Background: an optimization exercise with open tools, aiming at small area, a short achievable clock period and few clock cycles per item. Do not read the settings as production practice. Only the layout flow was run in this run; the RTL was not checked for function there.

## design/flow/flow/run.sh

```bash
#!/bin/bash
set -euo pipefail
bash standard.sh SETUP_SLACK_MARGIN=9.8 finish > make_finish.log 2>&1
```

## design/flow/standard.sh

```bash
#!/bin/bash
# synth_recipe.tcl (not shown) runs the flow's synth.tcl, then flattens the netlist and writes it again
# the make line also repeats each setting of config.mk as NAME=value (left out here)
make -C /OpenROAD-flow-scripts/flow DESIGN_CONFIG=/design/flow/config.mk WORK_HOME=/design/flow/orfs CLKGATE_MAP_FILE= SYNTH_SCRIPT=/design/flow/synth_recipe.tcl "${@:-finish}"
```

## design/flow/config.mk

```make
export PLATFORM = sky130hd
export DESIGN_NAME = rgb_to_hsv_converter_top
export DESIGN_NICKNAME = rgb_to_hsv_converter_top
export VERILOG_FILES = /design/flow/design.v
export SDC_FILE = /design/flow/constraint.sdc
export NUM_CORES = 4
export LEC_CHECK = 0
export CAP_MARGIN = 20
export CORE_MARGIN = 2
export CORE_UTILIZATION = 40
export SLEW_MARGIN = 20
```

## design/flow/constraint.sdc

```tcl
create_clock -name core_clock -period 14.0 [get_ports {clk}]
set_input_delay 2.8000 -clock core_clock [delete_from_list [all_inputs] [get_ports {clk}]]
set_output_delay 2.8000 -clock core_clock [all_outputs]
set_load 0.01 [all_outputs]
```

## design/flow/design.v

```verilog
module rhc_final (
  input  logic [14:0] qs,
  input  logic [11:0] qh,
  input  logic [2:0]  k,
  input  logic [7:0]  mx,
  output logic [14:0] hue,
  output logic [14:0] sat,
  output logic [14:0] bri
);
  logic [27:0] pb;
  always_comb begin
    hue  = {7'(qh[11:8]) + 7'(k) * 7'd15, qh[7:0]};
    sat  = (mx != 8'd0) ? qs : 15'd0;
    pb   = 28'(mx) * 28'd822413;
    bri  = pb[27:13];
  end
endmodule
module rhc_div_cell (
  input  logic [7:0] r,
  input  logic       b,
  input  logic [7:0] den,
  output logic [7:0] r_n,
  output logic       q
);
  logic [9:0] t;
  always_comb begin
    t   = {1'b0, r, b} - {2'b00, den};
    q   = ~t[9];
    r_n = q ? t[7:0] : {r[6:0], b};
  end
endmodule
module rhc_div4_cell (
  input  logic [7:0] r,
  input  logic [1:0] b,
  input  logic [7:0] den,
  input  logic [9:0] den3,
  output logic [7:0] r_n,
  output logic [1:0] q
);
  logic [9:0]  r4;
  logic [10:0] t1, t2, t3;
  logic c1, c2, c3;
  always_comb begin
    r4 = {r, b};
    t1 = {1'b0, r4} - {3'b000, den};
    t2 = {1'b0, r4} - {2'b00, den, 1'b0};
    t3 = {1'b0, r4} - {1'b0, den3};
    c1 = ~t1[10];
    c2 = ~t2[10];
    c3 = ~t3[10];
    q  = {c2, c3 | (c1 & ~c2)};
    if (c3)      r_n = t3[7:0];
    else if (c2) r_n = t2[7:0];
    else if (c1) r_n = t1[7:0];
    else         r_n = r4[7:0];
  end
endmodule
module rhc_front (
  input  logic [7:0] r,
  input  logic [7:0] g,
  input  logic [7:0] b,
  output logic [7:0] d,
  output logic [7:0] dh,
  output logic [7:0] mx,
  output logic [7:0] np,
  output logic [2:0] k
);
  logic [8:0] drg, dgr, dgb, dbg, dbr, drb;
  logic ge_rg, ge_rb, ge_gb, eq;
  always_comb begin
    drg = {1'b0, r} - {1'b0, g};
    dgr = {1'b0, g} - {1'b0, r};
    dgb = {1'b0, g} - {1'b0, b};
    dbg = {1'b0, b} - {1'b0, g};
    dbr = {1'b0, b} - {1'b0, r};
    drb = {1'b0, r} - {1'b0, b};
    ge_rg = ~drg[8];
    ge_rb = ~drb[8];
    ge_gb = ~dgb[8];
    eq = (r == g) && (g == b);
    if (ge_rg && ge_rb) begin         
      mx = r;
      if (ge_gb) begin d = drb[7:0]; k = 3'd0; np = dgb[7:0]; end    
      else       begin d = drg[7:0]; k = 3'd5; np = drb[7:0]; end    
    end else if (ge_gb) begin         
      mx = g;
      if (!ge_rb) begin d = dgr[7:0]; k = 3'd2; np = dbr[7:0]; end   
      else        begin d = dgb[7:0]; k = 3'd1; np = dgr[7:0]; end   
    end else begin                    
      mx = b;
      if (ge_rg) begin d = dbg[7:0]; k = 3'd4; np = drg[7:0]; end    
      else       begin d = dbr[7:0]; k = 3'd3; np = dbg[7:0]; end    
    end
    dh = {d[7:1], d[0] | eq};
  end
endmodule
module rgb_to_hsv_converter_top (
  input  logic        clk,
  input  logic        rst,
  input  logic        in_valid,
  output logic        in_stall,
  input  logic [7:0]  red,
  input  logic [7:0]  green,
  input  logic [7:0]  blue,
  output logic        out_valid,
  input  logic        out_stall,
  output logic [14:0] hue,
  output logic [14:0] saturation,
  output logic [14:0] brightness
);
  logic skid_v;
  wire  adv = ~skid_v;
  assign in_stall = skid_v;
  logic       v0;
  logic [7:0] r0, g0, b0;
  always_ff @(posedge clk) begin
    if (rst) v0 <= 1'b0;
    else if (adv) v0 <= in_valid;
    if (adv) begin r0 <= red; g0 <= green; b0 <= blue; end
  end
  wire [7:0] f1_d, f1_dh, f1_mx, f1_np; wire [2:0] f1_k;
  rhc_front f1 (.r(r0), .g(g0), .b(b0), .d(f1_d), .dh(f1_dh), .mx(f1_mx), .np(f1_np), .k(f1_k));
  logic v1;
  logic [7:0] p1_d;
  logic [0:0] p1_eq;
  logic [7:0] p1_mx;
  logic [7:0] p1_np;
  logic [2:0] p1_k;
  always_ff @(posedge clk) begin
    if (rst) v1 <= 1'b0;
    else if (adv) v1 <= v0;
    if (adv) begin
      p1_d <= f1_d;
      p1_eq <= f1_dh[0] ^ f1_d[0];
      p1_mx <= f1_mx;
      p1_np <= f1_np;
      p1_k <= f1_k;
    end
  end
  wire [14:0] f2_n = {p1_d, 6'd0} + {1'b0, p1_d, 5'd0} + {5'd0, p1_d, 2'd0};
  wire [9:0] f2_ts = {1'b0, p1_mx, 1'b0} + {2'b0, p1_mx};
  wire [7:0] f2_rs = f2_n[14:7]; wire [6:0] f2_bs = f2_n[6:0];
  wire [5:0] w3 = f2_bs[5:0];
  wire [7:0] st4_r; wire st4_q;
  rhc_div_cell st4 (.r(f2_rs), .b(f2_bs[6]), .den(p1_mx), .r_n(st4_r), .q(st4_q));
  wire [7:0] f5_dh = {p1_d[7:1], p1_d[0] | p1_eq};
  wire [11:0] f5_m = {p1_np, 4'd0} - {4'd0, p1_np};
  wire [9:0] f5_th = {1'b0, f5_dh, 1'b0} + {2'b0, f5_dh};
  wire [7:0] f5_rh = f5_m[11:4]; wire [3:0] f5_bh = f5_m[3:0];
  logic v2;
  logic [2:0] p2_k;
  logic [7:0] p2_rs;
  logic [5:0] p2_bs;
  logic [7:0] p2_Ds;
  logic [9:0] p2_Ts;
  logic [0:0] p2_qs;
  logic [7:0] p2_rh;
  logic [3:0] p2_bh;
  logic [7:0] p2_Dh;
  logic [9:0] p2_Th;
  always_ff @(posedge clk) begin
    if (rst) v2 <= 1'b0;
    else if (adv) v2 <= v1;
    if (adv) begin
      p2_k <= p1_k;
      p2_rs <= st4_r;
      p2_bs <= w3;
      p2_Ds <= p1_mx;
      p2_Ts <= f2_ts;
      p2_qs <= st4_q;
      p2_rh <= f5_rh;
      p2_bh <= f5_bh;
      p2_Dh <= f5_dh;
      p2_Th <= f5_th;
    end
  end
  wire [4:0] w6 = p2_bs[4:0];
  wire [3:0] w7 = w6[3:0];
  wire [7:0] st8_r; wire [1:0] st8_q;
  rhc_div4_cell st8 (.r(p2_rs), .b({p2_bs[5], w6[4]}), .den(p2_Ds), .den3(p2_Ts), .r_n(st8_r), .q(st8_q));
  wire [2:0] w9 = {p2_qs, st8_q};
  wire [2:0] w10 = w7[2:0];
  wire [1:0] w11 = w10[1:0];
  wire [7:0] st12_r; wire [1:0] st12_q;
  rhc_div4_cell st12 (.r(st8_r), .b({w7[3], w10[2]}), .den(p2_Ds), .den3(p2_Ts), .r_n(st12_r), .q(st12_q));
  wire [4:0] w13 = {w9, st12_q};
  wire [2:0] w14 = p2_bh[2:0];
  wire [1:0] w15 = w14[1:0];
  wire [7:0] st16_r; wire [1:0] st16_q;
  rhc_div4_cell st16 (.r(p2_rh), .b({p2_bh[3], w14[2]}), .den(p2_Dh), .den3(p2_Th), .r_n(st16_r), .q(st16_q));
  wire [0:0] w17 = w15[0:0];
  wire [7:0] st18_r; wire [1:0] st18_q;
  rhc_div4_cell st18 (.r(st16_r), .b({w15[1], w17[0]}), .den(p2_Dh), .den3(p2_Th), .r_n(st18_r), .q(st18_q));
  wire [3:0] w19 = {st16_q, st18_q};
  logic v3;
  logic [2:0] p3_k;
  logic [7:0] p3_rs;
  logic [1:0] p3_bs;
  logic [7:0] p3_Ds;
  logic [9:0] p3_Ts;
  logic [4:0] p3_qs;
  logic [7:0] p3_rh;
  logic [7:0] p3_Dh;
  logic [9:0] p3_Th;
  logic [3:0] p3_qh;
  always_ff @(posedge clk) begin
    if (rst) v3 <= 1'b0;
    else if (adv) v3 <= v2;
    if (adv) begin
      p3_k <= p2_k;
      p3_rs <= st12_r;
      p3_bs <= w11;
      p3_Ds <= p2_Ds;
      p3_Ts <= p2_Ts;
      p3_qs <= w13;
      p3_rh <= st18_r;
      p3_Dh <= p2_Dh;
      p3_Th <= p2_Th;
      p3_qh <= w19;
    end
  end
  wire [0:0] w20 = p3_bs[0:0];
  wire [7:0] st21_r; wire [1:0] st21_q;
  rhc_div4_cell st21 (.r(p3_rs), .b({p3_bs[1], w20[0]}), .den(p3_Ds), .den3(p3_Ts), .r_n(st21_r), .q(st21_q));
  wire [6:0] w22 = {p3_qs, st21_q};
  wire [7:0] st23_r; wire [1:0] st23_q;
  rhc_div4_cell st23 (.r(st21_r), .b({1'b0, 1'b0}), .den(p3_Ds), .den3(p3_Ts), .r_n(st23_r), .q(st23_q));
  wire [8:0] w24 = {w22, st23_q};
  wire [7:0] st25_r; wire [1:0] st25_q;
  rhc_div4_cell st25 (.r(p3_rh), .b({1'b0, 1'b0}), .den(p3_Dh), .den3(p3_Th), .r_n(st25_r), .q(st25_q));
  wire [5:0] w26 = {p3_qh, st25_q};
  wire [7:0] st27_r; wire [1:0] st27_q;
  rhc_div4_cell st27 (.r(st25_r), .b({1'b0, 1'b0}), .den(p3_Dh), .den3(p3_Th), .r_n(st27_r), .q(st27_q));
  wire [7:0] w28 = {w26, st27_q};
  logic v4;
  logic [2:0] p4_k;
  logic [7:0] p4_rs;
  logic [7:0] p4_Ds;
  logic [9:0] p4_Ts;
  logic [8:0] p4_qs;
  logic [7:0] p4_rh;
  logic [7:0] p4_Dh;
  logic [9:0] p4_Th;
  logic [7:0] p4_qh;
  always_ff @(posedge clk) begin
    if (rst) v4 <= 1'b0;
    else if (adv) v4 <= v3;
    if (adv) begin
      p4_k <= p3_k;
      p4_rs <= st23_r;
      p4_Ds <= p3_Ds;
      p4_Ts <= p3_Ts;
      p4_qs <= w24;
      p4_rh <= st27_r;
      p4_Dh <= p3_Dh;
      p4_Th <= p3_Th;
      p4_qh <= w28;
    end
  end
  wire [7:0] st29_r; wire [1:0] st29_q;
  rhc_div4_cell st29 (.r(p4_rs), .b({1'b0, 1'b0}), .den(p4_Ds), .den3(p4_Ts), .r_n(st29_r), .q(st29_q));
  wire [10:0] w30 = {p4_qs, st29_q};
  wire [7:0] st31_r; wire [1:0] st31_q;
  rhc_div4_cell st31 (.r(st29_r), .b({1'b0, 1'b0}), .den(p4_Ds), .den3(p4_Ts), .r_n(st31_r), .q(st31_q));
  wire [12:0] w32 = {w30, st31_q};
  wire [7:0] st33_r; wire [1:0] st33_q;
  rhc_div4_cell st33 (.r(p4_rh), .b({1'b0, 1'b0}), .den(p4_Dh), .den3(p4_Th), .r_n(st33_r), .q(st33_q));
  wire [9:0] w34 = {p4_qh, st33_q};
  wire [7:0] st35_r; wire [1:0] st35_q;
  rhc_div4_cell st35 (.r(st33_r), .b({1'b0, 1'b0}), .den(p4_Dh), .den3(p4_Th), .r_n(st35_r), .q(st35_q));
  wire [11:0] w36 = {w34, st35_q};
  logic v5;
  logic [2:0] p5_k;
  logic [7:0] p5_rs;
  logic [7:0] p5_Ds;
  logic [9:0] p5_Ts;
  logic [12:0] p5_qs;
  logic [11:0] p5_qh;
  always_ff @(posedge clk) begin
    if (rst) v5 <= 1'b0;
    else if (adv) v5 <= v4;
    if (adv) begin
      p5_k <= p4_k;
      p5_rs <= st31_r;
      p5_Ds <= p4_Ds;
      p5_Ts <= p4_Ts;
      p5_qs <= w32;
      p5_qh <= w36;
    end
  end
  wire [7:0] st37_r; wire [1:0] st37_q;
  rhc_div4_cell st37 (.r(p5_rs), .b({1'b0, 1'b0}), .den(p5_Ds), .den3(p5_Ts), .r_n(st37_r), .q(st37_q));
  wire [14:0] w38 = {p5_qs, st37_q};
  wire [14:0] fin39_h, fin39_s, fin39_v;
  rhc_final fin39 (.qs(w38), .qh(p5_qh), .k(p5_k), .mx(p5_Ds), .hue(fin39_h), .sat(fin39_s), .bri(fin39_v));
  logic [14:0] sk_h, sk_s, sk_v;
  wire out_ready = ~out_valid | ~out_stall;
  always_ff @(posedge clk) begin
    if (rst) skid_v <= 1'b0;
    else if (out_ready) skid_v <= 1'b0;
    else if (!skid_v) skid_v <= v5;
    if (!skid_v) begin
      sk_h <= fin39_h;
      sk_s <= fin39_s;
      sk_v <= fin39_v;
    end
  end
  always_ff @(posedge clk) begin
    if (rst) out_valid <= 1'b0;
    else if (out_ready) out_valid <= skid_v | v5;
    if (out_ready) begin
      hue        <= skid_v ? sk_h : fin39_h;
      saturation <= skid_v ? sk_s : fin39_s;
      brightness <= skid_v ? sk_v : fin39_v;
    end
  end
endmodule
```

==> impl_metrics.env <==
export IMPL_grt_max_degree=194
export IMPL_first_pass_iters=5
export IMPL_setup_viol=0
export IMPL_numCtsBuffers=47
export IMPL_detail_route_wirelength_mm=79.5
export IMPL_cp_arrival_ns=4.93
export IMPL_ant_nets=0
export IMPL_start_util_pct=40.4
export IMPL_htreeDepth=2
export IMPL_clk_latency_ns=0.62
export IMPL_grt_pass1_vias=23100
export IMPL_cts_sinks=395
export IMPL_grt_antenna_before_repair=0
export IMPL_ys_seq_area_share_pct=36.1
export IMPL_critical_path_max_stage_delay_ns=0.44
export IMPL_overflow=0
export IMPL_dieArea_um2=80700
export IMPL_io_pins=75
export IMPL_outcome="complete, no violations"
export IMPL_clk_path_buf_depth=3
export IMPL_cts_root_buf="clkbuf_16"
export IMPL_die_w_um=284
export IMPL_dp_hpwl_mm=56.5
export IMPL_critPathKind="reg -> reg"
export IMPL_drt_initial_drc_count=1354
export IMPL_hold_path_class="reg -> reg"
export IMPL_hold_violations=0
export IMPL_fin_crit_ns=4.59
export IMPL_holdWs_ns=0.402
export IMPL_layout_commonest_cell="ha_1"
export IMPL_wl_per_cell_um=17.7
export IMPL_syn_nets=3632
export IMPL_port_buffers=74
export IMPL_synth_async_reset_ratio_pct=0
export IMPL_synth_edf_count=342
export IMPL_ys_warn_count=5
export IMPL_crit_required_ns=14.34
export IMPL_via_per_inst=5.33
export IMPL_grt_pass1_wl_mm=122
export IMPL_crit_fanout=4
export IMPL_synth_area_per_cell_um2=10.1
export IMPL_cap_violations=0
export IMPL_worst_pin_slew_ns=1.02
export IMPL_synthCells=3098
export IMPL_path_cells="inv_4, ha_4, inv_4, fa_2, a211oi_2, o21ai_2, a21o_1, a31oi_4, a21boi_4, nand2_2, o21ai_4, ha_4, nor2b_4, o21a_1, o21ai_2, a21oi_1, o21ai_1, o211ai_1, nor2_4, buf_6, mux2_4, a221o_1"
export IMPL_layout_common_cells="ha_1 (391), edfxtp_1 (342), inv_1 (270)"
export IMPL_drive_gt1_share_pct=21.4
export IMPL_fin_util_pct=50.5
export IMPL_period_share_pct=32.8
export IMPL_critPathSlowestCell="edfxtp_1"
export IMPL_synth_flop_cell="edfxtp_1"
export IMPL_clock_fmax_mhz=218
export IMPL_place_gp_congestion=0.898
export IMPL_die_y_um=284
export IMPL_fin_setup_tns_ns=0
export IMPL_clock_skew_ns=0.0544
export IMPL_cp_start_kind="register"
export IMPL_cts_tree="done"
export IMPL_vias=24000
export IMPL_nets=3959
export IMPL_synth_area_um2=31400
export IMPL_floorplan_rows=102
export IMPL_clkSlewWorstSetupHoldPaths_ns=0.06
export IMPL_grt_setup_unrepaired="true"
export IMPL_area_growth_syn_to_layout_pct=24.8
export IMPL_yosysUniqueCellTypes=86
export IMPL_endpoint_kind="register"
export IMPL_slew_headroom_pct=32.2
export IMPL_slew_viol_final=0
export IMPL_ys_ff_latch=395
export IMPL_track_usage_pct=18.6
export IMPL_num_antenna_cells=0
export IMPL_drc=0
export IMPL_coreArea_um2=77600
[state kept, by name, indices dropped and copies added (netlist names), 12 cells and up]
name,count
sk_v,15
p5_qh,12
hue,15
p5_qs,13
saturation,15
sk_s,15
sk_h,15
brightness,15
[cell type report]
type                            count  area, um^2
Clock buffer                       53        1200
Clock inverter                     34         339
Fill cell                        6989       38400
Inverter                          313        1210
Multi-Input combinational cell   2332       20900
Sequential cell                   395       11300
Tap cell                         1040        1300
Timing Repair Buffer              336        2900
[cells by family after synthesis]
| logic type | after synthesis | share of synthesized area [%] |
|---|---|---|
| compound gates | 860 | 18.0 |
| simple gates | 623 | 9.82 |
| fa+ha+maj | 506 | 21.4 |
| flops | 395 | 36.1 |
| buf+inv | 375 | 4.56 |
| xor+xnor | 213 | 5.95 |
| mux | 126 | 4.18 |
[worst max-delay path, delay by kind of cell, from the launching register on]
family	cells	cell delay, ns
multiplexers	1	0.30
AND/OR/NAND/NOR	3	0.38
adder cells (fa/ha/maj)	3	0.74
AO/OA/AOI/OAI	12	2.19
flip-flops	1	0.44
buffers and inverters	3	0.26
[cells in the mapped netlist (all sizes together) (8+ instances only)]
master / number / area (um^2)
and2: 12 / 75.1
buf: 16 / 80.1
dfxtp: 53 / 1060
o31a: 10 / 87.6
a31oi: 31 / 213
or2: 12 / 75.1
a21oi: 217 / 1110
o22ai: 13 / 81.3
o21a: 47 / 354
a21boi: 19 / 146
clkbuf: 46 / 174
o21ai: 206 / 1030
a2111oi: 8 / 116
xor2: 73 / 639
nor2: 184 / 693
a221o: 8 / 80.1
and3: 11 / 68.8
a21o: 88 / 661
a22o: 18 / 158
o21bai: 44 / 330
or3: 16 / 100
inv: 313 / 1170
nand3: 28 / 140
nor3: 51 / 277
nand2b: 47 / 294
o221ai: 11 / 103
ha: 455 / 5690
nor2b: 69 / 432
nor3b: 17 / 128
mux2i: 87 / 871
nand2: 140 / 526
a211oi: 49 / 388
fa: 51 / 1020
o211ai: 20 / 150
edfxtp: 342 / 10300
o31ai: 11 / 82.6
mux2: 39 / 439
a211o: 14 / 123
xnor2: 140 / 1230
[worst paths after layout]
kind                 start       end  slack, ns  depth (start not counted)
setup / recovery  p2_bs[4]  p3_rs[3]       9.41                         22
hold / removal    p3_qs[4]  p4_qs[8]       0.40                          0
setup reg to reg  p2_bs[4]  p3_rs[3]       9.41                         22
hold reg to reg   p3_qs[4]  p4_qs[8]       0.40                          0
[metal layers]
| layer | GRT usage, % | vias to the layer above | wire length (um) |
|---|---|---|---|
| li1 | - | 12000 | - |
| met1 | 24.7 | 11400 | 36600 |
| met2 | 31.2 | 427 | 37500 |
| met3 | 2.36 | 148 | 2860 |
| met4 | 6.11 | 0 | 2460 |
| met5 | 0 | - | 0 |
[through the flow]
| stage | setup slack, ns | cells | area [um^2] |
|---|---|---|---|
| finish | 9.41 | 4503 | 39200 |
| global placement | 8.72 | 4170 | 33600 |
| detailed placement | 8.62 | 4170 | 33600 |
| global route | 9.21 | 4503 | 39200 |
| floorplan | 8.65 | 3098 | 31700 |
| CTS | 9.56 | 4407 | 37300 |
[what timing repair did]
item,in CTS,in global routing
setup buffers,148,91
endpoints found under the setup margin,129,80
cloned,2,5
gates resized for setup,283,225
pin swaps,114,128
hold buffers,0,0

-- port drivers added, routing unchanged --
How much do the figures lean on ideal ports? The routed layout below was timed once more, with nothing changed but the port constraints. Step 1: set_driving_cell puts a clkbuf_16 on clk and a buf_2 on each other input, an assumption about the parent block. Step 2 moves the port delays by t, midway between the first and last clock arrival at a register: inputs arrive t later, outputs are due t later. That takes back most of the time a late clock gives input paths. a / b / c = ideal / step 1 / step 2; a / b = the first two.
shift t [ns]: 0.653
setup WS [ns]: 9.412 / 9.412 / 9.412
worst setup path at the end: register to register
After both steps setup and hold are still met in this run. For this run, drivers alone change the setup slack by 0.000 ns; drivers and shift together by 0.000 ns.
